This is an optimization exercise on Yosys and OpenROAD, whose aim is small area, a short achievable clock period and few clock cycles per item, not a production implementation. Only simulation tests tie the RTL to the original design; equivalence was not proved. Power is estimated from default activity; no workload was simulated.

Setup of P:
## reorder_buffer_commit_retire_unit
module reorder_buffer_commit_retire_unit
#(
    parameter int RING_DEPTH = 64
) (
    input  wire logic                  i_clk,
    input  wire logic                  i_rst_n,
    input  wire logic                  start,
    output logic                       busy,
    input  wire logic [35:0]           i_cmd,
    output logic                       o_done,
    output logic [101:0]               o_result,
    input  wire logic                  i_cfg_we,
    input  wire logic [1:0]            i_cfg_index,
    input  wire logic [6:0]            i_cfg_data
);
    rbcr_pkg::t_in       cmd;
    rbcr_pkg::t_out      result;
    assign cmd      = i_cmd;
    assign o_result = result;
    rbcr_datapath u_datapath (
        .i_clk       (i_clk),
        .i_rst_n     (i_rst_n),
        .i_start     (start),
        .i_cfg_we    (i_cfg_we),
        .i_cfg_index (i_cfg_index),
        .i_cfg_data  (i_cfg_data),
        .i_cmd       (cmd),
  ...
Size in the first run: ~1,600 cells after synthesis, ~260 flip-flops, roughly 150 I/O pins, about 15,000 um2 of cells after synthesis.
Settings: LEC_CHECK=0, CAP_MARGIN=20, CORE_MARGIN=2, CORE_UTILIZATION=40, SLEW_MARGIN=20; clock period 5.0 ns.
run.sh (not shown) runs the stock make flow with config.mk's settings and CLKGATE_MAP_FILE= SYNTH_SCRIPT=/design/flow/synth_recipe.tcl, a recipe that flattens the netlist after the stock synthesis.
Testbench counts of P, summed over its fixed seeds: cycles 24,121, items 24,000.
### P -> Q
# P
export LEC_CHECK = 0
export CAP_MARGIN = 20
export CORE_MARGIN = 2
export CORE_UTILIZATION = 40
export SLEW_MARGIN = 20
create_clock -name core_clock -period 5.0 [get_ports {i_clk}]
# Q
export LEC_CHECK = 0
export CAP_MARGIN = 20
export CORE_MARGIN = 2
export CORE_UTILIZATION = 40
export SETUP_SLACK_MARGIN = 1.5
export SLEW_MARGIN = 20
create_clock -name core_clock -period 5.0 [get_ports {i_clk}]
### Flow results
- Capture point of the critical path: u_datapath.r_insns[8] -> Q, u_datapath.r_tail[0] -> P
- Between Q and P, it is Q whose critical path depth is higher, by 2.
- The register area was comparable across Q and P.
- On hold slack, Q and P are basically level.
- For number of well taps, P and Q come out practically identical.
### Q -> R
# Q
export LEC_CHECK = 0
export CAP_MARGIN = 20
export CORE_MARGIN = 2
export CORE_UTILIZATION = 40
export SETUP_SLACK_MARGIN = 1.5
export SLEW_MARGIN = 20
create_clock -name core_clock -period 5.0 [get_ports {i_clk}]
# R
export LEC_CHECK = 0
export CAP_MARGIN = 20
export CORE_MARGIN = 2
export CORE_UTILIZATION = 40
export SETUP_SLACK_MARGIN = 2.2
export SLEW_MARGIN = 20
create_clock -name core_clock -period 5.0 [get_ports {i_clk}]
--- outcome ---
Summary of R over Q: first-pass GRT wire length grew by 11%, count of clock-net buffers in the final layout grew by 4. Area occupied by multi-input gates (R vs. Q) increases by more than 10%.

Setup of job 1351:
Another version of the RTL of reorder_buffer_commit_retire_unit (not shown whole).
For scale: roughly 1500 cells after synthesis, about 270 flip-flops, about 14000 µm² of cells after synthesis.
Settings: LEC_CHECK=0, CAP_MARGIN=20, CORE_MARGIN=2, CORE_UTILIZATION=50, CTS_CLUSTER_DIAMETER=150, CTS_CLUSTER_SIZE=20, SETUP_SLACK_MARGIN=1.8, SLEW_MARGIN=20; clock period 5.0 ns.
standard.sh (not shown) runs the stock make flow with config.mk's settings and CLKGATE_MAP_FILE= SYNTH_SCRIPT=/design/flow/synth_recipe.tcl, a recipe that flattens the netlist after the stock synthesis.
==> flow/flow/run.sh <==
#!/bin/bash
# The standard layout, with resizer and synthesis options changed:
# - the port buffers are plain buffers (the default pick is a slow delay buffer);
# - resizing may swap a cell for one of another footprint;
# - adders are left to ABC instead of being mapped to the library's
#   ripple full/half-adder cells, so ABC can restructure them for speed.
set -euo pipefail
bash standard.sh "BUFFER_PORTS_ARGS=-buffer_cell sky130_fd_sc_hd__buf_1" \
    MATCH_CELL_FOOTPRINT=0 ADDER_MAP_FILE= finish > make_finish.log 2>&1
Testbench counts of job 1351, summed over its fixed seeds: cycles 24,121, items 24,000.
[inputs] job 9935 vs job 1351
# job 1351
export LEC_CHECK = 0
export CAP_MARGIN = 20
export CORE_MARGIN = 2
export CORE_UTILIZATION = 50
export CTS_CLUSTER_DIAMETER = 150
export CTS_CLUSTER_SIZE = 20
export SETUP_SLACK_MARGIN = 1.8
export SLEW_MARGIN = 20
create_clock -name core_clock -period 5.0 [get_ports {i_clk}]
# job 9935
export LEC_CHECK = 0
export CAP_MARGIN = 20
export CORE_MARGIN = 2
export CORE_UTILIZATION = 50
export CTS_CLUSTER_DIAMETER = 150
export CTS_CLUSTER_SIZE = 25
export PLACE_DENSITY = 0.8
export SETUP_SLACK_MARGIN = 1.8
export SLEW_MARGIN = 20
create_clock -name core_clock -period 5.0 [get_ports {i_clk}]
### Flow results
- There was hardly any difference in final-report hold violation count between job 1351 and job 9935.
- Between job 9935 and job 1351, the leakage power of the design figures differ only marginally.
- Slowest cell on the critical path: mux4_2 -> job 9935, or4_4 -> job 1351
- Relative to job 1351, job 9935 degrades post-route cell area.
The following lists how job 391 was set up differently from job 9935:
# job 9935
export LEC_CHECK = 0
export CAP_MARGIN = 20
export CORE_MARGIN = 2
export CORE_UTILIZATION = 50
export CTS_CLUSTER_DIAMETER = 150
export CTS_CLUSTER_SIZE = 25
export PLACE_DENSITY = 0.8
export SETUP_SLACK_MARGIN = 1.8
export SLEW_MARGIN = 20
create_clock -name core_clock -period 5.0 [get_ports {i_clk}]
# job 391
export LEC_CHECK = 0
export CAP_MARGIN = 20
export CORE_MARGIN = 2
export CORE_UTILIZATION = 40
export SETUP_SLACK_MARGIN = 2.0
export SLEW_MARGIN = 20
create_clock -name core_clock -period 5.0 [get_ports {i_clk}]
==> comparison <==
Job 391 vs job 9935 on area of all placed cells without fillers: job 391 is the higher one. In job 391, worst reg2reg path depth is higher than in job 9935. Of job 391 and job 9935, job 391 shows the lower share of the core filled with cells in the final layout, with job 9935 above it. Taking job 9935 as the reference point, the clock-pin slew reported for the worst setup and hold paths after clock tree synthesis of job 391 falls by 30 ps. Compared with job 9935, job 391 has extra setup slack. For required time of the critical path, job 391 and job 9935 come out practically identical. Most common cell after layout, fill and taps aside = dfxtp_1: job 391; most common cell after layout, fill and taps aside = nor2_1: job 9935. For power after layout, dividing the value from job 9935 by the value from job 391 gives 0.803.
Changes in job 1238 relative to job 391:
# job 391
export LEC_CHECK = 0
export CAP_MARGIN = 20
export CORE_MARGIN = 2
export CORE_UTILIZATION = 40
export SETUP_SLACK_MARGIN = 2.0
export SLEW_MARGIN = 20
create_clock -name core_clock -period 5.0 [get_ports {i_clk}]
# job 1238
export LEC_CHECK = 0
export CAP_MARGIN = 20
export CORE_MARGIN = 2
export CORE_UTILIZATION = 50
export CTS_CLUSTER_DIAMETER = 150
export CTS_CLUSTER_SIZE = 25
export SETUP_SLACK_MARGIN = 1.8
export SLEW_MARGIN = 20
export TNS_END_PERCENT = 20
create_clock -name core_clock -period 5.0 [get_ports {i_clk}]
Notes after the runs:
Taking job 391 as the reference, in job 1238 via count of the first global-routing pass shows a reduction of about 6.4%, number of tap instances shows a reduction of 107. In job 1238 the width of the die turned out 20 µm lower than in job 391. Clock period minus worst slack | job 1238 above job 391. Delta (job 1238 minus job 391): buffering stage count on the worst path with inverters included up 1; cell area after layout down 7.6%; area added between synthesis and finish down 9.2 points. Clock-buffer cell count down 26 in job 1238 wrt job 391. Diff job 391 -> job 1238 | core outline area | down by more than 10%.
Changes in job 8821 relative to job 1238:
# job 1238
export LEC_CHECK = 0
export CAP_MARGIN = 20
export CORE_MARGIN = 2
export CORE_UTILIZATION = 50
export CTS_CLUSTER_DIAMETER = 150
export CTS_CLUSTER_SIZE = 25
export SETUP_SLACK_MARGIN = 1.8
export SLEW_MARGIN = 20
export TNS_END_PERCENT = 20
create_clock -name core_clock -period 5.0 [get_ports {i_clk}]
# job 8821
export LEC_CHECK = 0
export CAP_MARGIN = 20
export CORE_MARGIN = 2
export CORE_UTILIZATION = 40
export SETUP_SLACK_MARGIN = 1.8
export SLEW_MARGIN = 20
create_clock -name core_clock -period 5.0 [get_ports {i_clk}]
### Flow results
- The flow did not stop early for job 8821: all stages ran, and the layout cleared the timing, design-rule and antenna checks.
- Taking job 1238 as the reference, in job 8821 net count reported at finish increased by 10 relative to the old numbers, global routing met2 resource utilization decreased by 8.6 points relative to the old numbers, area of the multi-input gates increased by 1.1% relative to the old numbers, initial antenna violation count decreased by 1 relative to the old numbers.
Changes in job 6489 relative to job 8821:
# job 8821
export LEC_CHECK = 0
export CAP_MARGIN = 20
export CORE_MARGIN = 2
export CORE_UTILIZATION = 40
export SETUP_SLACK_MARGIN = 1.8
export SLEW_MARGIN = 20
create_clock -name core_clock -period 5.0 [get_ports {i_clk}]
# job 6489
export LEC_CHECK = 0
export CAP_MARGIN = 20
export CORE_MARGIN = 2
export CORE_UTILIZATION = 40
export SETUP_SLACK_MARGIN = 2.1
export SLEW_MARGIN = 20
create_clock -name core_clock -period 5.0 [get_ports {i_clk}]
Results
The internal power number comes out higher for job 6489 vs job 8821.
Final design utilization | job 6489 above job 8821
Comparing job 8821 and job 6489, required time of the critical path is lower on job 6489.
Looking only at number of logic stages on the critical path including buffering, and setting everything else aside, the higher value of job 8821 and job 6489 goes to job 8821.
Changes observed in job 6489 relative to job 8821: sequential share of layout area went down 2.3 points; detail-routed via count per cell went up about 1.1%.

== run 1 ==
reorder_buffer_commit_retire_unit again, from the RTL that the note above started with.
Settings: LEC_CHECK=0, CAP_MARGIN=20, CORE_MARGIN=2, CORE_UTILIZATION=50, CTS_CLUSTER_DIAMETER=150, CTS_CLUSTER_SIZE=25, SETUP_SLACK_MARGIN=2.0, SLEW_MARGIN=20; clock period 5.0 ns.
Scripts as last shown in full above: flow/flow/run.sh
Testbench counts of run 1, summed over its fixed seeds: cycles 24,121, items 24,000.
The inputs of run 2 differ from those of run 1 as listed below.
-- flow/config.mk --
<<< run 1, line 12
export CTS_CLUSTER_SIZE = 25
export SETUP_SLACK_MARGIN = 2.0
>>> run 2, line 12
export CTS_CLUSTER_SIZE = 30
export SETUP_SLACK_MARGIN = 1.8
### Flow results
Between run 2 and run 1, the CTS clock-pin slew for the worst setup and hold paths is higher for run 2. Relative to run 1, the HPWL after detailed placement measured on run 2 has increased slightly. Diff run 1 -> run 2: number of CTS-inserted buffers -1, synthesized area closely matched the old numbers, combinational fraction of design power has decreased. Summary of the comparison: clock skew is higher in run 2, relative to run 1. Worst setup slack delta for run 2 relative to run 1: 36 ps lower. | detailed-route via count | lower: run 1 |. Comparing run 1 with run 2, the post-detailed-routing wire length came out essentially unchanged. Clock network power share: run 2 < run 1. The wire length of the first global-routing pass of run 1 and that of run 2 are within noise of each other.
--- input diff run 2..run 3 ---
-- flow/config.mk --
<<< run 2, line 10
export CORE_UTILIZATION = 50
export CTS_CLUSTER_DIAMETER = 150
export CTS_CLUSTER_SIZE = 30
>>> run 3, line 10
export CORE_UTILIZATION = 40
export GPL_TIMING_DRIVEN = 1
Results
Run 3 finished all stages; the layout is clean.
The flow did not stop early for run 2: all stages ran, and the layout cleared the timing, design-rule and antenna checks.
Looking at critical path class, the primary input to flip-flop result is from run 3; the flip-flop to flip-flop one comes from run 2.
Initial antenna violation count: run 2 vs run 3 identical
Looking at worst setup path startpoint, the u_datapath.r_probe[0] result is from run 2; the i_cmd[27] one comes from run 3.
Run 3 ended with more clock buffer count in the final layout than run 2.
The run showing the smaller required arrival time at the worst endpoint is run 2.
diff inputs: run 3 => run 4
-- flow/config.mk --
<<< run 3, line 10
export CORE_UTILIZATION = 40
export GPL_TIMING_DRIVEN = 1
>>> run 4, line 10
export CORE_UTILIZATION = 60
export CTS_CLUSTER_DIAMETER = 150
export CTS_CLUSTER_SIZE = 25
[summary]
Compared with run 3, in run 4 met1 track demand over resource rose 11 points, global-route total usage across every layer rose 7.9 points, fmax about even, internal power consumption fell 16%, post-route clock period utilization about even. Routed length on met1, run 3 and run 4, higher one = run 3. Run 4 vs run 3 — length of routed met3 wiring climbed by a few percent. Side by side, effective utilization at floorplan turned out higher in run 4 than in run 3. Run 4 reports its worst setup path endpoint as u_datapath.r_insns[27] while run 3 reports u_datapath.r_occ[3]. Summary: with run 3 as the reference, clock network power in run 4 moved down by more than a quarter.

Setup of run A:
Another version of the RTL of reorder_buffer_commit_retire_unit (not shown whole).
Size in the first run: roughly 1400 cells after synthesis, ~260 flip-flops, about 150 I/O pins, ~13000 um^2 of cells after synthesis.
clock: 5.0 ns
lec_check: 0
cap_margin: 20
core_margin: 2
core_utilization: 40
setup_slack_margin: 2.6
slew_margin: 20
Scripts as last shown in full above: flow/flow/run.sh
Run A | stages: all done | timing, DRC, antenna: all pass
Testbench counts of run A, summed over its fixed seeds: cycles 24,121, items 24,000.
Input changes introduced in run B (baseline for comparison: run A):
Settings: swapping 40 for 60 in CORE_UTILIZATION; swapping 2.6 for 1.5 in SETUP_SLACK_MARGIN.
Every stage of the flow completed for run B, and the final layout passed the timing, design-rule and antenna checks. Compared with run A, in run B normalized max-slew margin +25 points; number of clock buffers in the layout lower; count of multi-input gates went down. Die area | run B below run A. Cell area after layout down 2500 um^2 in run B wrt run A. Overall power of the completed layout shrinks by a few percent when moving from run A to run B. Run A vs run B, launching element of the worst setup path: i_cmd[27] vs i_cmd[28]. In the reports for run B and run A, the larger total net switching power belongs to run A. Per the comparison of run B with run A, clock-cell share of area increased by 0.54 points relative to the old numbers; non-clock buffer contribution to total cell area decreased by 5.4 points relative to the old numbers. The via density per instance in run B was higher than what run A gave.
diff inputs: run B => run C
Settings: putting ABC_CLOCK_PERIOD_IN_PS at 2500 where nothing was set; swapping 60 for 40 in CORE_UTILIZATION; swapping 1.5 for 2.0 in SETUP_SLACK_MARGIN.
==> flow/flow/run.sh <==
#!/bin/bash
# The standard layout, with two resizer options changed: the port
# buffers are plain buffers (the default pick is a slow delay buffer), and
# resizing may swap a cell for one of another footprint.
set -euo pipefail
bash standard.sh "BUFFER_PORTS_ARGS=-buffer_cell sky130_fd_sc_hd__buf_1" \
    MATCH_CELL_FOOTPRINT=0 finish > make_finish.log 2>&1
Results
The core of run C is less densely filled than that of run B. The final reports for run C and run B show XOR/XNOR share of the synthesized area lower in the former. Run C did not stop at any stage, and its layout met the timing, design-rule and antenna checks. Summary: total power draw, run C worse than run B. In the metrics for run C and run B, the one carrying the lower share of the clock period used by the worst path is run C. Changes observed in run C relative to run B: power drawn by the sequential cells has remained practically unchanged; pre-CTS setup slack has increased. Minimum clock period after layout was higher in the run labelled run B. Diff run B -> run C: net count reported at finish rose by 13%; synthesized instance count climbed 41.
Changes in run D relative to run C:
Settings: clearing ABC_CLOCK_PERIOD_IN_PS, which used to be 2500; swapping 2.0 for 1.5 in SETUP_SLACK_MARGIN.
==> flow/run.sh (new file) <==
#!/bin/bash
# synth_recipe.tcl (not shown) runs the flow's synth.tcl, then flattens the netlist and writes it again
# the make line also repeats each setting of config.mk as NAME=value (left out here)
make -C /OpenROAD-flow-scripts/flow DESIGN_CONFIG=/design/flow/config.mk WORK_HOME=/design/flow/orfs CLKGATE_MAP_FILE= SYNTH_SCRIPT=/design/flow/synth_recipe.tcl finish
removed: flow/flow/run.sh
removed: flow/standard.sh
[summary]
- Against run C, run D reports a met2 global-route usage that is higher.
- Going from run C to run D, non-clock buffer count went down by 29, cell area went up 0.74%.
## Diff of input files: run E against run D
==> flow/flow/run.sh (new file) <==
#!/bin/bash
# The standard layout, with resizer and synthesis options changed:
# - the port buffers are plain buffers (the default pick is a slow delay buffer);
# - resizing may swap a cell for one of another footprint;
# - adders are left to ABC instead of being mapped to the library's
#   ripple full/half-adder cells, so ABC can restructure them for speed.
set -euo pipefail
bash standard.sh "BUFFER_PORTS_ARGS=-buffer_cell sky130_fd_sc_hd__buf_1" \
    MATCH_CELL_FOOTPRINT=0 ADDER_MAP_FILE= finish > make_finish.log 2>&1
==> flow/standard.sh (new file) <==
#!/bin/bash
# synth_recipe.tcl (not shown) runs the flow's synth.tcl, then flattens the netlist and writes it again
# the make line also repeats each setting of config.mk as NAME=value (left out here)
make -C /OpenROAD-flow-scripts/flow DESIGN_CONFIG=/design/flow/config.mk WORK_HOME=/design/flow/orfs CLKGATE_MAP_FILE= SYNTH_SCRIPT=/design/flow/synth_recipe.tcl "${@:-finish}"
removed: flow/run.sh
--- outcome ---
Between run E and run D, it is run E whose part of the power in registers is higher, by 2.9 points.
Diff run D -> run E | via count | decrease of 549
Max share of the cycle needed by the critical path after routing across run E and run D: run E

==> static timing again, ports no longer ideal <==
The results above use ideal ports. As a check the final layouts listed here were re-extracted and re-timed, cells and wires unchanged.
Step 1 (the two cells are an assumption about what drives the block):
set clk [get_ports {i_clk}]
set_driving_cell -lib_cell sky130_fd_sc_hd__clkbuf_16 $clk
set_driving_cell -lib_cell sky130_fd_sc_hd__buf_2 [delete_from_list [all_inputs] $clk]
Step 2 also shifts input and output timing later by t, the mid clock arrival at the registers, as if the neighbouring blocks saw the same clock.
Three values: no drivers, after step 1, after step 2; two values: the first two.
run	shift t [ns]	setup WS [ns]	worst slew at a driven data input, ns	cell pins on the clock port's net
P	0.609	1.146 / 1.175 / 0.566	0.06	1
Q	0.611	1.596 / 1.612 / 1.019	0.06	1
R	0.613	1.624 / 1.624 / 1.299	0.07	1
job 1351	0.557	1.813 / 1.815 / 1.271	0.05	1
job 9935	0.546	1.775 / 1.775 / 1.270	0.06	1
job 391	0.601	1.868 / 1.868 / 1.354	0.06	1
job 1238	0.563	1.797 / 1.799 / 1.252	0.11	1
job 8821	0.603	1.840 / 1.825 / 1.223	0.10	1
job 6489	0.613	1.839 / 1.839 / 1.235	0.09	1
run 1	0.548	1.862 / 1.862 / 1.323	0.07	1
run 2	0.543	1.826 / 1.826 / 1.323	0.05	1
run 3	0.603	1.840 / 1.825 / 1.223	0.10	1
run 4	0.544	1.835 / 1.855 / 1.311	0.07	1
run A	0.608	1.614 / 1.602 / 0.994	0.07	1
run B	0.585	1.450 / 1.451 / 0.865	0.06	1
run C	0.604	1.648 / 1.648 / 1.435	0.06	1
run D	0.611	1.575 / 1.520 / 1.039	0.06	1
run E	0.605	1.546 / 1.536 / 0.931	0.06	1
After both steps setup and hold are still met in every run listed. For run A, which loses most, drivers alone change the setup slack by -0.012 ns; drivers and shift together by -0.620 ns.
